Context: an optimization exercise on an open-source flow, tuned for small area, a short achievable clock period and few clock cycles. The choices shown serve that exercise and are no tape-out recipe. Function was checked by simulation only, so behaviour that the tests miss may differ from the original. Power figures rest on the tool's default switching activity, not on a simulated workload.

**flow/design.v**
```verilog
package llrc_pkg;
  localparam int PIX_W      = 8;
  localparam int COL_W      = 12;
  localparam int IDX_W      = 11;
  localparam int ROW_W      = 12;
  localparam int LEN_W      = 7;
  localparam int CFG_W      = 12;
  localparam int CFG_IDX_W  = 1;
  localparam int MAX_WIDTH        = 2048;
  localparam int MAX_MODEL_LENGTH = 64;
  localparam int RING_DEPTH = MAX_MODEL_LENGTH + 1;
  localparam int RING_AW    = $clog2(RING_DEPTH);
  localparam int SUM_W      = $clog2(MAX_WIDTH * 255 + 1);
  localparam int RAM_W      = PIX_W + SUM_W;
  localparam int WIN_W      = 14;
  localparam int PROD_W     = LEN_W + PIX_W;
  localparam int RESP_W     = 16;
  localparam logic [CFG_IDX_W-1:0] REG_ROW_WIDTH    = 1'd0;
  localparam logic [CFG_IDX_W-1:0] REG_MODEL_LENGTH = 1'd1;
  localparam logic [CFG_W-1:0] ROW_WIDTH_RST    = 12'd640;
  localparam logic [LEN_W-1:0] MODEL_LENGTH_RST = 7'd8;
  typedef struct packed {
    logic              clear;      
    logic              active;     
    logic              resp_en;    
    logic [IDX_W-1:0]  resp_col;
    logic              tail_en;    
    logic [IDX_W-1:0]  tail_col;
    logic              last;
    logic [ROW_W-1:0]  row;
    logic [LEN_W-1:0]  len;
    logic [SUM_W-1:0]  prefix;
  } s1_t;
endpackage
import llrc_pkg::*;
module laser_line_row_center_core (
  input  logic                 clk,
  input  logic                 rst_n,
  input  logic                 in_valid,
  output logic                 in_ready,
  input  logic [PIX_W-1:0]     in_pixel,
  input  logic                 in_frame_start,
  output logic                 out_valid,
  input  logic                 out_ready,
  output logic [ROW_W-1:0]     out_row_index,
  output logic [IDX_W-1:0]     out_center_col,
  output logic                 out_found,
  input  logic                 cfg_we,
  input  logic [CFG_IDX_W-1:0] cfg_idx,
  input  logic [CFG_W-1:0]     cfg_data
);
  logic [11:0] w_arch;
  logic [6:0]  l_arch;
  logic [11:0] wd;        
  logic [6:0]  len;       
  logic        act;       
  logic        lnz;       
  logic        l1;        
  logic [10:0] tcol;      
  logic [11:0] w_in;      
  logic [6:0]  l_in;      
  always_comb begin
    if (cfg_data[11] && (cfg_data[10:0] != 11'd0)) w_in = 12'd2048;
    else if (cfg_data[11:1] == 11'd0)              w_in = 12'd2;
    else                                           w_in = cfg_data;
    l_in = (cfg_data[6] && (cfg_data[5:0] != 6'd0)) ? 7'd64 : cfg_data[6:0];
  end
  localparam logic [1:0] ST_RUN = 2'd0, ST_CLR = 2'd1, ST_ADD = 2'd2;
  logic        rst_q;     
  logic [1:0]  st;
  logic        pending;
  logic        owed;
  logic        rdy_r;
  logic        go_r;
  logic [6:0]  sel;       
  logic        a_v, a_fs;
  logic [7:0]  a_pix;
  logic [7:0]  pjr;       
  logic [10:0] c_r;
  logic        rfs_r;
  logic [511:0] sr;
  logic        b_pv, b_rst, b_resp, b_j0, b_last, b_rfs;
  logic [10:0] b_x;       
  logic [10:0] b_y;       
  logic [13:0] s_r;
  logic        d_pv, d_rst, d_resp, d_j0, d_last, d_rfs;
  logic signed [15:0] d_r;
  logic signed [15:0] mx_v, mn_v;
  logic [10:0] mx_c, mn_c, cd_r;
  logic        mx_s, mn_s;
  logic        e_ev, e_rfs;
  logic        o_v, o_found;
  logic [11:0] o_idx;
  logic [10:0] o_cen;
  logic [10:0] c_eff, c_nxt, c_new;
  logic [11:0] c_inc;
  logic        ge_r;      
  logic        z_r;       
  logic        a_last, a_ge, a_rm, a_rst, a_j0, a_rfs;
  logic [7:0]  rd;
  logic [10:0] pp0, pp1, pp2, pp3, pp4, pp5;
  logic        empty, apply, more;
  logic        s_clr;
  logic [7:0]  s_add, s_sub;
  always_comb begin
    c_eff  = a_fs ? 11'd0 : c_r;
    c_inc  = {1'b0, c_eff} + 12'd1;
    a_last = c_inc >= wd;
    a_ge   = a_fs ? !lnz : ge_r;
    a_rm   = a_ge && lnz;
    a_rst  = a_fs || z_r;
    a_j0   = (c_eff == {4'd0, len});
    a_rfs  = a_rst ? a_fs : rfs_r;
    rd     = 8'd0;
    for (int k = 0; k < 64; k++) begin
      if (sel[5:0] == 6'(k)) rd = rd | sr[8*k +: 8];
    end
    c_nxt  = a_last ? 11'd0 : c_inc[10:0];
    c_new  = a_v ? c_nxt : c_r;
    pp0 = len[0] ? {3'd0, pjr}       : 11'd0;
    pp1 = len[1] ? {2'd0, pjr, 1'b0} : 11'd0;
    pp2 = len[2] ? {1'd0, pjr, 2'b0} : 11'd0;
    pp3 = len[3] ? {3'd0, pjr}       : 11'd0;
    pp4 = len[4] ? {2'd0, pjr, 1'b0} : 11'd0;
    pp5 = len[5] ? {1'd0, pjr, 2'b0} : (len[6] ? {pjr, 3'b0} : 11'd0);
    empty  = !a_v && !b_pv && !d_pv && !e_ev;
    apply  = pending && empty && (st == ST_RUN);
    more   = (sel < {4'd0, c_r}) && (sel < len);
    s_clr   = a_v ? a_rst : (st == ST_CLR);
    s_add   = a_v ? (lnz ? a_pix : 8'd0) : (go_r ? pjr : 8'd0);
    s_sub   = (a_v && a_rm) ? pjr : 8'd0;
  end
  logic        zmaybe;
  logic        owed_nxt, pend_nxt;
  logic [1:0]  st_nxt;
  logic        pop;
  always_comb begin
    pop      = o_v && out_ready;
    zmaybe   = (a_v && a_last) ? (wd == 12'd2) : ({1'b0, c_r} + 12'd3 >= wd);
    owed_nxt = (a_v && a_last) ? 1'b1 : (pop ? 1'b0 : owed);
    pend_nxt = cfg_we || (pending && !apply);
    case (st)
      ST_RUN:  st_nxt = apply ? ST_CLR : ST_RUN;
      ST_CLR:  st_nxt = ST_ADD;
      ST_ADD:  st_nxt = more ? ST_ADD : ST_RUN;
      default: st_nxt = ST_RUN;
    endcase
  end
  always_ff @(posedge clk) begin
    rst_q <= rst_n;
    if (!rst_n) begin
      w_arch  <= 12'd640;
      l_arch  <= 7'd8;
      pending <= 1'b0;
      rdy_r   <= 1'b0;
      o_v     <= 1'b0;
    end else begin
      if (cfg_we) begin
        if (cfg_idx == REG_ROW_WIDTH) w_arch <= w_in;
        else                          l_arch <= l_in;
      end
      pending <= pend_nxt;
      rdy_r   <= (st_nxt == ST_RUN) && !pend_nxt && !(owed_nxt && zmaybe);
      if (e_ev && rst_q)  o_v <= 1'b1;
      else if (out_ready) o_v <= 1'b0;
    end
  end
  always_ff @(posedge clk) begin
    if (!rst_q) begin
      wd      <= 12'd640;
      len     <= 7'd8;
      act     <= 1'b1;
      lnz     <= 1'b1;
      l1      <= 1'b0;
      tcol    <= 11'd632;
      st      <= ST_RUN;
      owed    <= 1'b0;
      go_r    <= 1'b0;
      sel     <= 7'd6;
      a_v     <= 1'b0;
      c_r     <= 11'd0;
      ge_r    <= 1'b0;
      z_r     <= 1'b1;
      b_pv    <= 1'b0;
      d_pv    <= 1'b0;
      e_ev    <= 1'b0;
      o_idx   <= 12'hfff;
    end else begin
      if (apply) begin
        wd   <= w_arch;
        len  <= l_arch;
        lnz  <= (l_arch != 7'd0);
        l1   <= (l_arch == 7'd1);
      end
      if (st == ST_CLR) begin
        tcol <= jd13[10:0];
        act  <= !jd13[12] && (jd13 != 13'd0);
      end
      st      <= st_nxt;
      owed    <= owed_nxt;
      go_r    <= (st == ST_ADD) && more;
      case (st)
        ST_CLR:  sel <= 7'd0;
        ST_ADD:  sel <= more ? sel + 7'd1 : len - 7'd2;
        default: ;
      endcase
      a_v  <= in_valid && rdy_r;
      c_r  <= c_new;
      if (a_v) z_r <= a_last;
      if ((st == ST_ADD) && !more) ge_r <= (sel == len);
      else if (a_v)                ge_r <= a_last ? !lnz : (a_ge || (c_inc[10:0] == {4'd0, len}));
      b_pv <= a_v;
      d_pv <= b_pv;
      e_ev <= d_pv && d_last;
      if (e_ev) o_idx <= e_rfs ? 12'd0 : o_idx + 12'd1;
    end
  end
  assign in_ready = rdy_r;
  always_ff @(posedge clk) begin
    a_pix <= in_pixel;
    a_fs  <= in_frame_start;
    if (a_v) begin
      rfs_r <= a_rfs;
      sr    <= {sr[503:0], a_pix};
    end
    if (st == ST_RUN) begin
      if (a_v) pjr <= l1 ? a_pix : rd;
    end else if (more) begin
      pjr <= rd;
    end
    s_r     <= (s_clr ? 14'd0 : s_r) + {6'd0, s_add} - {6'd0, s_sub};
    b_rst   <= a_rst;
    b_x     <= pp0 + pp1 + pp2;
    b_y     <= pp3 + pp4 + pp5;
    b_resp  <= act && a_ge;
    b_j0    <= a_j0;
    b_last  <= a_last;
    b_rfs   <= a_rfs;
  end
  always_ff @(posedge clk) begin
    d_r    <= $signed({5'd0, b_x}) + $signed({2'd0, b_y, 3'd0}) - $signed({2'b0, s_r});
    d_rst  <= b_rst;
    d_resp <= b_resp;
    d_j0   <= b_j0;
    d_last <= b_last;
    d_rfs  <= b_rfs;
  end
  logic [10:0] cd, jd;
  logic [12:0] jd13;
  logic        gt, lt, d_pos;
  logic        mn_pos;    
  always_comb begin
    cd = d_rst ? 11'd0 : cd_r + 11'd1;
    jd13 = ((st == ST_CLR) ? {1'b0, w_arch} : {2'b0, cd}) - {6'd0, len};
    jd   = jd13[10:0];
    gt = d_r > mx_v;
    lt = d_r < mn_v;
    d_pos = !d_r[15] && (d_r != 16'sd0);
  end
  always_ff @(posedge clk) begin
    if (d_pv) begin
      cd_r <= cd;
      if (d_rst) begin
        mx_c <= '0; mn_c <= '0; mx_s <= 1'b0; mn_s <= 1'b0;
      end
      if (d_resp && d_j0) begin
        mx_v <= d_r;
        mn_v <= d_r;
        mn_pos <= d_pos;
      end else if (d_rst) begin
        mx_v <= '0;
        mn_v <= '0;
        mn_pos <= 1'b0;
      end else if (d_resp) begin
        if (gt) begin
          mx_v <= d_r; mx_c <= jd; mx_s <= 1'b1;
        end
        if (lt) begin
          mn_v <= d_r; mn_c <= jd; mn_s <= 1'b1; mn_pos <= d_pos;
        end
      end
    end
    e_rfs <= d_rfs;
  end
  logic        t_mx, t_mn, e_found;
  logic [10:0] e_mxc, e_mnc;
  logic [11:0] e_sum;
  always_comb begin
    t_mx    = act && lnz && mx_v[15];
    t_mn    = act && lnz && mn_pos;
    e_mxc   = t_mx ? tcol : mx_c;
    e_mnc   = t_mn ? tcol : mn_c;
    e_found = act && (mx_s || t_mx) && (mn_s || t_mn);
    e_sum   = {1'b0, e_mxc} + {1'b0, e_mnc};
  end
  always_ff @(posedge clk) begin
    o_found <= (e_ev & e_found) | (~e_ev & o_found);
    o_cen   <= ({11{e_ev & e_found}} & e_sum[11:1]) | ({11{~e_ev}} & o_cen);
  end
  assign out_valid      = o_v;
  assign out_row_index  = o_idx;
  assign out_center_col = o_cen;
  assign out_found      = o_found;
endmodule
```
**flow/flow/run.sh**
```bash
#!/bin/bash
# Standard ORFS layout (the standard.sh, standard synthesis unchanged);
# only the timing repair is asked for more: a setup margin of 8.45 ns, so it
# works towards about 3.55 ns of the 12 ns period. The SDC, the clock period
# and the IO constraints are unchanged. make's full output goes to
# orfs_make.log; ORFS keeps each step's log under orfs/logs.
set -euo pipefail
bash standard.sh SETUP_SLACK_MARGIN=8.45 finish > orfs_make.log 2>&1
```
**flow/standard.sh**
```bash
#!/bin/bash
# synth_recipe.tcl (not shown) runs the flow's synth.tcl, then flattens the netlist and writes it again
# the make line also repeats each setting of config.mk as NAME=value (left out here)
make -C /OpenROAD-flow-scripts/flow DESIGN_CONFIG=/design/flow/config.mk WORK_HOME=/design/flow/orfs CLKGATE_MAP_FILE= SYNTH_SCRIPT=/design/flow/synth_recipe.tcl "${@:-finish}"
```
**flow/config.mk**
```make
export PLATFORM = sky130hd
export DESIGN_NAME = laser_line_row_center_core
export DESIGN_NICKNAME = laser_line_row_center_core
export VERILOG_FILES = /design/flow/design.v
export SDC_FILE = /design/flow/constraint.sdc
export NUM_CORES = 4
export LEC_CHECK = 0
export CAP_MARGIN = 20
export CORE_MARGIN = 2
export CORE_UTILIZATION = 55
export CTS_CLUSTER_DIAMETER = 80
export CTS_CLUSTER_SIZE = 24
export SLEW_MARGIN = 60
```
**flow/constraint.sdc**
```tcl
create_clock -name core_clock -period 12.0 [get_ports {clk}]
set_input_delay 2.4000 -clock core_clock [delete_from_list [all_inputs] [get_ports {clk}]]
set_output_delay 2.4000 -clock core_clock [all_outputs]
set_load 0.01 [all_outputs]
```
==> qor.csv, run 1 <==
metric;value;unit
outcome;no timing/DRC/antenna violations;
peak per-stage delay on the critical path;0.37;ns
critical path capture point type;output pin;
drt wl/cell;28.34;um
Final Hold Viols;0;
P&R area growth vs syn;11.44;%
first-pass GRT wire length;148300;um
ys flop type;edfxtp_1;
vias in the first global route;22550;
Sink Count;769;
nets;2993;
Critical Path Source Type;flop;
Routability Congestion;0.9288;
Mean Syn Cell Area;12.76;um2
Die Ht;252.7;um
starting density of the core;55.42;%
Crit Path Max Fanout;1;
drc violations;0;
post-route antenna net violation count;0;
MaxCap Viol Count;0;
CP delay by family, top;flip-flops;
Pleak;13.20;nW
die area;0.06384;mm2
Req. time, crit path;9.60;ns
reg2reg setup slack;8.58;ns
Slew Limit Fails;0;
Rel. slew slack;57.57;%
Period Utilization, post-route;29.28;%
Fill cells;4780;
initial antenna violation count;4;
final wirelength;102000;um
clk slew on worst S/H paths;0.10;ns
via count;23298;
CTS max path bufs;3;
GRT Util Overall;31.75;%
PortBufs;52;
clk latency of the worst-skew pair;0.63;ns
cts hold-fix bufs;0;
WS Path Type;reg2out;
drt first pass iters;6;
yosys warns;1;
post-synthesis sequential element count;769;
Post-synth ARST share;0;%
Worst EP arrival;1.11;ns
CTS buffer count;41;
Slowest cell on crit path;edfxtp_1;
Vias/cell;6.472;
pwr dens;145.2;mW/mm2
layout cell share with drive strength beyond 1;13.28;%
Slew @ Worst Pin;0.6349;ns
setup_tns;0;ns
Initial DRC Count;2783;
hold crit path type;reg2reg;
Syn Inst Count;2665;
worst path buffer plus inverter count;1;
RSZ-0062 raised after global routing;true;
Die Wd;252.7;um
peak supply drop;0.1129;mV
skew final;0.04221;ns
Total Power;5.505;mW
GR Overflow Total;0;
CTS HTree Levels;2;
post-layout min period;3.514;ns
Post-synth EDFFs;590;
CTS tree;done;
largest net degree at the start of global routing;76;
syn_nets;2877;
Mapped Area;0.03401;mm2
Core Region;0.06137;mm2
hpwl dp;70980;um
crit path cell chain;buf_2;
post-synth cell types;81;
sequential fraction of the synthesis area;62.63;%
CTS Root Cell;clkbuf_16;
Setup violations, final;0;
IO Count;53;
row cnt;91;
FMAX;284.6;MHz
-- worst paths after layout --
path / start / endpoint / cells past startpoint
worst max-delay path: flop / out_found / 1
worst min-delay path: b_rfs / d_rfs / 0
worst max register to register: st[1] / s_r[12] / 16
worst min register to register: b_rfs / d_rfs / 0
-- sequential cells by signal (all words and copies together) (netlist names), 2 cells and up, named ones only --
signal and flops:
b_x 11, sr 512, sel 7, w_arch 12, l_arch 7, len 7
pjr 8, mx_c 11, o_cen 11, wd 12, mn_c 11, b_y 11
mn_v 16, o_idx 12, c_r 11, cd_r 11, st 2, d_r 16
s_r 14, tcol 11, a_pix 8, mx_v 16
-- report_power, final --
part | internal (mW) | switching, mW | total [mW]
Sequential | 2.93 | 0.0955 | 3.03
Clock | 0.714 | 0.898 | 1.61
Combinational | 0.393 | 0.470 | 0.863
-- synthesized netlist by cell type (20+ instances only) --
library cell / number / share of area [%]
nor2_1: 152 / 1.7
o21ai_0: 59 / 0.87
nor3_1: 44 / 0.65
a22oi_1: 156 / 3.4
and3_1: 23 / 0.42
dfxtp_1: 179 / 11
mux2_2: 20 / 0.66
nor4_1: 20 / 0.37
clkbuf_1: 69 / 0.76
nand4_1: 59 / 1.1
xor2_1: 34 / 0.88
xnor2_1: 61 / 1.6
nand2b_1: 21 / 0.39
and2_1: 36 / 0.66
nor2b_1: 51 / 0.94
a21oi_1: 114 / 1.7
a221oi_1: 38 / 0.98
nand3_1: 69 / 1.0
mux2i_1: 27 / 0.79
ha_1: 151 / 5.6
inv_1: 182 / 2.0
a22o_1: 52 / 1.3
a21o_1: 24 / 0.53
nand2_1: 186 / 2.1
fa_1: 34 / 2.0
edfxtp_1: 590 / 52
-- cells by family (layout without fill, tap and decap cells) --
family / count (synthesis) / in the layout / share of synthesized area [%]
other: 0 / 2 / 0
buffers and inverters: 271 / 414 / 3.116
AND/OR/NAND/NOR: 706 / 706 / 10.25
flip-flops: 769 / 769 / 62.63
AO/OA/AOI/OAI: 592 / 592 / 12.55
adder cells (fa/ha/maj): 185 / 185 / 7.557
multiplexers: 47 / 47 / 1.457
XOR/XNOR: 95 / 95 / 2.447
-- repair_timing --
| item | in CTS | in global routing |
|---|---|---|
| setup endpoints to repair | 52 | 25 |
| gates cloned | 0 | 1 |
| resized for setup | 165 | 43 |
| pin swaps | 6 | 8 |
| buffers inserted | 18 | 20 |
-- routing by layer --
metal  share of wire, %  vias to the layer above  routed length (um)  track usage [%]
met5              0.049                        -                  50                0
met4                6.4                        8                6484            16.77
met3                8.6                      330                8801            6.354
met2                 48                     1206               48580            52.83
met1                 37                    11473               38090            39.27
li1                   -                    10281                   -                -
-- metrics by stage --
stage	utilization, %	hold slack, ns	cell area, um2	setup WS, ns	cells
2_1_floorplan	-	0.3096	34190	4.960	2665
3_3_place_gp	58.27	0.3105	35760	7.556	3478
3_5_place_dp	58.93	0.3121	36160	7.503	3488
4_1_cts	61.21	0.3256	37570	8.429	3576
5_1_grt	61.75	0.3293	37890	8.402	3598
6_report	61.75	0.3251	37900	8.486	3600
-- final cells by class --
class	instances	area, um2	area share (%)
diodes	2	5.005	0.01321
clock buffers	55	1100	2.902
clock inverters	15	209.0	0.5513
inverters	186	716.9	1.892
multi-input cells	1625	12150	32.06
flip-flops and latches	769	21380	56.40
well taps	790	988.4	2.608
repair buffers	158	1354	3.572
-- placed cells by master (no fill, tap or decap), types with 27 or more instances in the layout --
| cell type | count |
|---|---|
| buf_2 | 27 |
| edfxtp_1 | 590 |
| nor2b_1 | 49 |
| buf_4 | 90 |
| ha_1 | 146 |
| a22oi_1 | 151 |
| clkbuf_16 | 43 |
| inv_1 | 175 |
| a221oi_1 | 38 |
| xnor2_1 | 60 |
| nand3_1 | 65 |
| dfxtp_2 | 30 |
| nand2_1 | 182 |
| o21ai_0 | 56 |
| nor3_1 | 43 |
| a21oi_1 | 105 |
| nand4_1 | 59 |
| dfxtp_1 | 139 |
| fa_1 | 33 |
| xor2_1 | 34 |
| a22o_1 | 52 |
| and2_1 | 35 |
| nor2_1 | 117 |
Testbench counts, summed over its fixed seeds: cycles 48,992.
==> inputs of run 2 (changes only) <==
--- a/flow/design.v
+++ b/flow/design.v
@@ -67,3 +67,3 @@
   end
-  localparam logic [1:0] ST_RUN = 2'd0, ST_CLR = 2'd1, ST_ADD = 2'd2;
+  localparam logic [1:0] ST_RUN = 2'd0, ST_CLR = 2'd1, ST_ADD = 2'd2, ST_WAP = 2'd3;
   logic        rst_q;     
@@ -101,3 +101,3 @@
   logic [10:0] pp0, pp1, pp2, pp3, pp4, pp5;
-  logic        empty, apply, more;
+  logic        empty, apply, more, same, lsame;
   logic        s_clr;
@@ -126,3 +126,5 @@
     empty  = !a_v && !b_pv && !d_pv && !e_ev;
-    apply  = pending && empty && (st == ST_RUN);
+    lsame  = (l_arch == len);
+    same   = lsame && (w_arch == wd);
+    apply  = pending && !same && empty && (st == ST_RUN);
     more   = (sel < {4'd0, c_r}) && (sel < len);
@@ -140,5 +142,5 @@
     owed_nxt = (a_v && a_last) ? 1'b1 : (pop ? 1'b0 : owed);
-    pend_nxt = cfg_we || (pending && !apply);
+    pend_nxt = cfg_we || (pending && !apply && !same);
     case (st)
-      ST_RUN:  st_nxt = apply ? ST_CLR : ST_RUN;
+      ST_RUN:  st_nxt = apply ? (lsame ? ST_WAP : ST_CLR) : ST_RUN;
       ST_CLR:  st_nxt = ST_ADD;
@@ -194,3 +196,3 @@
       end
-      if (st == ST_CLR) begin
+      if ((st == ST_CLR) || (st == ST_WAP)) begin
         tcol <= jd13[10:0];
@@ -227,3 +229,3 @@
       if (a_v) pjr <= l1 ? a_pix : rd;
-    end else if (more) begin
+    end else if ((st == ST_ADD) && more) begin
       pjr <= rd;
@@ -253,3 +255,3 @@
     cd = d_rst ? 11'd0 : cd_r + 11'd1;
-    jd13 = ((st == ST_CLR) ? {1'b0, w_arch} : {2'b0, cd}) - {6'd0, len};
+    jd13 = (((st == ST_CLR) || (st == ST_WAP)) ? {1'b0, wd} : {2'b0, cd}) - {6'd0, len};
     jd   = jd13[10:0];
==> qor.csv, run 2 <==
metric;value;unit
Final Non-Filler Cells;3658;
syn_nets;2855;
Die Ht;253.3;um
row cnt;91;
power share of the sequential group;53.9;%
commonest non-fill, non-tap cell in the layout;edfxtp_1;
MaxCap Viol Count;0;
WS Path Type;reg2reg;
clk latency of the worst-skew pair;0.62;ns
yosys warns;1;
crit path cell chain;inv_2 > nor2_4 > ha_4 > or3b_4 > or3_4 > a21oi_4 > ha_4 > a21o_1 > a211o_1 > nor3_2 > o211ai_1 > and2_1 > a2111o_1 > a22o_1 > a41o_1;
nets;2996;
peak per-stage delay on the critical path;0.38;ns
starting density of the core;55.48;%
hpwl dp;70900;um
P&R area growth vs syn;12.76;%
worst path buffer plus inverter count;1;
drt first pass iters;7;
post-synth top area share;51.84;%
ys flop type;edfxtp_1;
most numerous cell in the Yosys netlist;edfxtp_1;
Rel. slew slack;53.18;%
post-layout min period;3.668;ns
crit path launch;c_r[1];
first-pass GRT wire length;148500;um
worst r2r src;c_r[1];
RSZ-0062 raised after global routing;true;
Req. time, crit path;12.50;ns
commonest cells after routing, fill and taps aside;590 x edfxtp_1, 174 x inv_1, 144 x ha_1, 142 x a22oi_1, 142 x dfxtp_1;
cts hold-fix bufs;0;
Worst R2R End;ge_r;
initial antenna violation count;1;
drt wl/cell;28.38;um
Worst EP arrival;4.16;ns
PortBufs;52;
peak supply drop;0.1667;mV
Worst path most repeated cell;ha_4;
CTS HTree Levels;2;
Core Region;0.06160;mm2
Slew Limit Fails;0;
post-synth cell types;85;
Slew @ Worst Pin;0.6964;ns
layout cell share with drive strength beyond 1;15.04;%
skew final;0.02405;ns
switching portion of total power;27.13;%
FMAX;272.6;MHz
Setup violations, final;0;
outcome;no timing/DRC/antenna violations;
Slowest cell on crit path;dfxtp_4;
GRT Util Overall;31.97;%
CTS Root Cell;clkbuf_16;
via count;23718;
Final Hold Viols;0;
Mean Syn Cell Area;12.93;um2
Routability Congestion;0.9144;
largest net degree at the start of global routing;85;
post-synthesis sequential element count;769;
IO Count;53;
Vias/cell;6.484;
pwr dens;146.6;mW/mm2
WHS Endpoint;d_rst;
combinational share of power;16.8;%
GR Overflow Total;0;
setup_tns;0;ns
Internal;4.117;mW
Initial DRC Count;3566;
CP delay by family, top;compound AO/OA/AOI/OAI gates;
hold crit path type;reg2reg;
Largest Register;sr;
Syn Inst Count;2643;
CTS buffer count;43;
clock power share;29.3;%
Die Wd;253.3;um
Mapped Area;0.03418;mm2
Sink Count;769;
Synth area leader;edfxtp_1;
clk slew on worst S/H paths;0.08;ns
hold depth;0;
r2r worst-path depth;15;
reg2reg setup slack;8.33;ns
DP Cell Count;3521;
Period Utilization, post-route;30.57;%
Fin Hold WS;0.3391;ns
sw power;1.533;mW
die area;0.06415;mm2
sequential fraction of the synthesis area;62.33;%
Post-synth top cells;590 x edfxtp_1, 181 x nor2_1, 179 x dfxtp_1, 179 x inv_1, 151 x ha_1;
Area contributors post-synth;edfxtp_1 52%, dfxtp_1 10%, ha_1 5.5%, a22oi_1 3.1%, fa_1 2.0%;
vias in the first global route;22089;
final wirelength;103800;um
drc violations;0;
Pleak;13.57;nW
critical path capture point type;flop;
max reg flops;512;
Post-synth EDFFs;590;
Post-synth ARST share;0;%
Critical Path Source Type;flop;
CTS tree;done;
post-route antenna net violation count;0;
CTS max path bufs;3;
HP Start;b_rst;
Crit Path Max Fanout;7;
## run 2: worst max path at each step
stage / depth (start not counted) / to
4_1_cts: 15 / ge_r
2_1_floorplan: 16 / s_r[12]
5_1_grt: 15 / ge_r
6_report: 15 / ge_r
3_5_place_dp: 7 / w_arch[3]
3_3_place_gp: 15 / rdy_r
## run 2: repair_timing
item,4_1_cts,5_1_grt
endpoints found under the hold margin,0,0
setup endpoints to repair,69,43
setup buffers,31,12
resized for setup,174,50
gates cloned,3,1
pin swaps,20,26
## run 2: cell families after synthesis
| kind of cell | after synthesis | synth area share, % |
|---|---|---|
| muxes | 61 | 1.864 |
| AOI/OAI and AO/OA | 567 | 12.06 |
| buffers and inverters | 264 | 3.222 |
| and+or+nand+nor | 679 | 9.988 |
| xor gates and xnor gates | 118 | 3.024 |
| adders and majority gates | 185 | 7.520 |
| DFF | 769 | 62.33 |
## run 2: worst register-to-register path, stage by stage (launching register included)
cell and delay (ns):
dfxtp_4 0.38, inv_2 0.08, nor2_4 0.13, ha_4 0.14, or3b_4 0.38, or3_4 0.35
a21oi_4 0.21, ha_4 0.23, a21o_1 0.15, a211o_1 0.32, nor3_2 0.12, o211ai_1 0.13
and2_1 0.18, a2111o_1 0.36, a22o_1 0.18, a41o_1 0.21
## run 2: per-layer routing
layer	vias to the layer above	track usage (%)	part of all wire, %
met3	227	8.069	12
met4	0	9.907	3.4
met5	-	0.4633	0
met2	1459	45.09	42
li1	10259	-	-
met1	11773	48.40	43
## run 2: power by group through the flow
stage	sequential [mW]	combinational (mW)	clock (mW)
after global routing	3.06	1.07	1.76
after floorplan	3.08	0.703	0
final	3.05	0.950	1.65
after global placement	3.11	0.880	0
after CTS	3.05	0.939	1.67
after detailed placement	3.11	0.923	0
## run 2: final cells by class
class / instances / area (um2)
inverter: 184 / 699.4
timing repair buffer: 175 / 1568
tap: 837 / 1047
clock inverter: 19 / 188.9
antenna: 2 / 5.005
sequential: 769 / 21370
clock buffer: 61 / 1195
multi-input combinational: 1611 / 12460
fill: 4786 / 23060
## run 2: metrics by stage
step	worst slack, ns	power, mW	area (um2)	utilization (%)
detailed placement	7.508	4.030	36410	59.12
floorplan	5.321	3.782	34330	-
global route	8.220	5.885	38530	62.55
global placement	7.494	3.989	35970	58.40
CTS	8.277	5.660	38080	61.82
finish	8.332	5.650	38540	62.56
Testbench counts of run 2, summed over its fixed seeds: cycles 48,988.

[what the ideal ports hide]
In the flow no input, the clock included, has a driving cell. The finished layouts below were timed again as built, in two steps.
Step 1 (the two cells are an assumption about what drives the block):
set clk [get_ports {clk}]
set_driving_cell -lib_cell sky130_fd_sc_hd__clkbuf_16 $clk
set_driving_cell -lib_cell sky130_fd_sc_hd__buf_2 [delete_from_list [all_inputs] $clk]
Step 2 moves the port delays by t, midway between the first and last clock arrival at a register: inputs arrive t later, outputs are due t later. That takes back most of the time a late clock gives input paths.
Three values: no drivers, after step 1, after step 2; two values: the first two.
run | t, ns | setup WS [ns] | hold WS [ns] | slew at the worst register clock pin (ns) | worst data-port slew with drivers (ns)
run 1 | 0.678 | 8.486 / 8.423 / 7.837 | 0.325 / 0.325 / 0.325 | 0.10 / 0.10 | 0.13
run 2 | 0.675 | 8.332 / 8.332 / 7.892 | 0.339 / 0.339 / 0.339 | 0.10 / 0.10 | 0.05
After both steps setup and hold are still met in every run listed. The setup slack of run 1, which loses most, moves by -0.063 ns with the drivers and by -0.649 ns with both steps.
